What follows belongs to an exercise in optimizing a design on an open flow for small area, a short achievable clock period and few clock cycles per item; a production flow would make more cautious choices. In this exercise RTL edits were held to simulation tests only and were not proved equivalent to the original.

// conv_stage
module conv_stage (
  input  logic         clk,
  input  logic         rst,
  input  logic         in_valid,
  output logic         in_ready,
  input  logic [399:0] act,
  input  logic [399:0] kernel,
  output logic         out_valid,
  input  logic         out_ready,
  output logic [14:0]  conv_sum
);
Settings: LEC_CHECK=0, CAP_MARGIN=20, CORE_MARGIN=2, CORE_UTILIZATION=55, SLEW_MARGIN=20, SYNTH_HIERARCHICAL=1, SYNTH_MINIMUM_KEEP_SIZE=0; clock period 13.0 ns.
standard.sh (not shown) runs the stock make flow with config.mk's settings and CLKGATE_MAP_FILE= SYNTH_SCRIPT=/design/flow/synth_recipe.tcl, a recipe that flattens the netlist after the stock synthesis.
==> flow/flow/run.sh <==
#!/bin/bash
# Own layout flow: the standard synthesis and ORFS steps, with the port
# buffers made from the smallest buffer (buf_1) instead of the delay buffer
# that buffer_ports picks by default. Each step's full output goes to a log
# file of its own in this folder.
set -euo pipefail
ARGS=("BUFFER_PORTS_ARGS=-buffer_cell sky130_fd_sc_hd__buf_1")
if [[ -f flow/extra.mk.args ]]; then
  while IFS= read -r line; do [[ -n "$line" ]] && ARGS+=("$line"); done < flow/extra.mk.args
fi
bash standard.sh synth > synth.log 2>&1
for step in floorplan place cts route finish; do
  bash standard.sh "${ARGS[@]}" $step > $step.log 2>&1
done
test -f out/final.def
Testbench counts at the start, summed over its fixed seeds: cycles 4,120, items 4,096.
Change:
--- a/flow/config.mk
+++ b/flow/config.mk
@@ -8,5 +8,5 @@
 export CAP_MARGIN = 20
 export CORE_MARGIN = 2
-export CORE_UTILIZATION = 55
+export CORE_UTILIZATION = 40
 export SLEW_MARGIN = 20
 export SYNTH_HIERARCHICAL = 1
Effect: The new run finished clean. Utilization falls by 17 points. Sequential cell count stays the same. Synthesized area does not change. Cell area rises by 1.0%. Via count falls by 0.72%.
Change:
--- a/flow/config.mk
+++ b/flow/config.mk
@@ -8,5 +8,6 @@
 export CAP_MARGIN = 20
 export CORE_MARGIN = 2
-export CORE_UTILIZATION = 40
+export CORE_UTILIZATION = 55
+export CTS_BUF_LIST = sky130_fd_sc_hd__clkbuf_4 sky130_fd_sc_hd__clkbuf_8
 export SLEW_MARGIN = 20
 export SYNTH_HIERARCHICAL = 1
The changed run finished clean.
Worst setup slack improved by 140 ps.
Worst hold slack got worse by 9.1 ps.
Register-to-register slack improved by 140 ps.
Non-clock buffer count is higher by 2.
Change:
==> flow/flow/extra.mk.args (new file) <==
SETUP_SLACK_MARGIN=9.2
--- a/flow/config.mk
+++ b/flow/config.mk
@@ -8,6 +8,5 @@
 export CAP_MARGIN = 20
 export CORE_MARGIN = 2
-export CORE_UTILIZATION = 55
-export CTS_BUF_LIST = sky130_fd_sc_hd__clkbuf_4 sky130_fd_sc_hd__clkbuf_8
+export CORE_UTILIZATION = 40
 export SLEW_MARGIN = 20
 export SYNTH_HIERARCHICAL = 1
Effect:
- worst hold slack improves by 30 ps
- sequential cell count is unchanged
- maximum frequency grows by about 3.7%
- clock-buffer cell count is lower by 55
- synthesized cell count is unchanged
- worst setup slack improved by 150 ps
- core utilization fell by 3.3 points
- wire length grows by 13%


Another version of the RTL of conv_stage (not shown whole).
Size: ~4,000 cells after synthesis, ~820 I/O pins, ~0.052 mm² of cells after synthesis.
==> flow/config.mk <==
export PLATFORM = sky130hd
export DESIGN_NAME = conv_stage
export DESIGN_NICKNAME = conv_stage
export VERILOG_FILES = /design/flow/design.v
export SDC_FILE = /design/flow/constraint.sdc
export NUM_CORES = 4
export LEC_CHECK = 0
export CAP_MARGIN = 20
export CORE_MARGIN = 2
export CORE_UTILIZATION = 55
export SLEW_MARGIN = 20
export SYNTH_HIERARCHICAL = 1
export SYNTH_MINIMUM_KEEP_SIZE = 0
==> flow/constraint.sdc <==
create_clock -name core_clock -period 13.0 [get_ports {clk}]
set_input_delay 2.6000 -clock core_clock [delete_from_list [all_inputs] [get_ports {clk}]]
set_output_delay 2.6000 -clock core_clock [all_outputs]
set_load 0.01 [all_outputs]
==> flow/flow/extra.mk.args <==
CTS_ARGS=-sink_clustering_enable -repair_clock_nets -dont_use_dummy_load -buf_list {sky130_fd_sc_hd__clkbuf_8 sky130_fd_sc_hd__clkbuf_16} -sink_clustering_size 16 -sink_clustering_max_diameter 50
SETUP_SLACK_MARGIN=8.85
Scripts as last shown in full above: flow/flow/run.sh
Testbench counts at the start, summed over its fixed seeds: cycles 4,120, items 4,096.
Then changed:
==> flow/flow/run.sh (replaced) <==
#!/bin/bash
# Own layout flow: the standard synthesis and the standard ORFS steps,
# with the port buffers made from the smallest buffer (buf_1) instead of the
# delay buffer that buffer_ports picks by default. Extra make arguments, one
# per line, come from flow/extra.mk.args (every step) and
# flow/extra.<step>.args (that step only). Each step's full output goes to a
# log file of its own in this folder.
set -euo pipefail
read_args() {
  local f=$1
  if [[ -f $f ]]; then
    while IFS= read -r line; do [[ -n "$line" ]] && ARGS+=("$line"); done < "$f"
  fi
  return 0
}
bash standard.sh synth > synth.log 2>&1
for step in floorplan place cts route finish; do
  ARGS=("BUFFER_PORTS_ARGS=-buffer_cell sky130_fd_sc_hd__buf_1")
  read_args flow/extra.mk.args
  read_args flow/extra.$step.args
  bash standard.sh "${ARGS[@]}" $step > $step.log 2>&1
done
test -f out/final.def
==> flow/flow/extra.cts.args (new file) <==
SETUP_SLACK_MARGIN=9.0
==> flow/flow/extra.mk.args (replaced) <==
CTS_ARGS=-sink_clustering_enable -repair_clock_nets -dont_use_dummy_load -buf_list {sky130_fd_sc_hd__clkbuf_4} -sink_clustering_size 10 -sink_clustering_max_diameter 35
==> flow/flow/extra.route.args (new file) <==
SETUP_SLACK_MARGIN=9.0
The changed run produced a clean layout.
Synthesized area does not change.
Via count climbs by 1.2%.
Clock-buffer cell count rose by 26.
Clock skew goes up by 0.048 ns.
Worst hold slack gets better by 0.0033 ns.
Global-route usage drops by 0.13 points.
Die area stays the same.
Final cell count goes up by 0.59%.

==> port drivers added, routing unchanged <==
The flow's constraints put no driver on any port. The routed layouts listed below were extracted and timed again, unchanged, in two steps. Step 1: set_driving_cell puts a clkbuf_16 on clk and a buf_2 on each other input, an assumption about the parent block. Step 2 adds t to the input delays and takes it off the output delays; t is the mean of the earliest and latest rising clock arrival at the registers after step 1. Input paths then give back, and output paths get back, about the clock's delay inside the block. a / b / c = ideal / step 1 / step 2; a / b = the first two.
run | shift t [ns] | setup slack, ns | cell pins on the clock port's net
the first run of note 1 | 0.680 | 8.755 / 8.755 / 8.135 | 1
the second run of note 1 | 0.686 | 8.626 / 8.626 / 7.968 | 1
the third run of note 1 | 0.765 | 8.766 / 8.766 / 8.103 | 1
the fourth run of note 1 | 0.681 | 8.916 / 8.916 / 8.397 | 1
the first run of note 2 | 0.672 | 8.828 / 8.871 / 8.207 | 1
the second run of note 2 | 0.910 | 8.866 / 8.804 / 8.109 | 1
After both steps setup and hold are still met in every run listed. For the second run of note 2, which loses most, drivers alone change the setup slack by -0.062 ns; drivers and shift together by -0.757 ns.
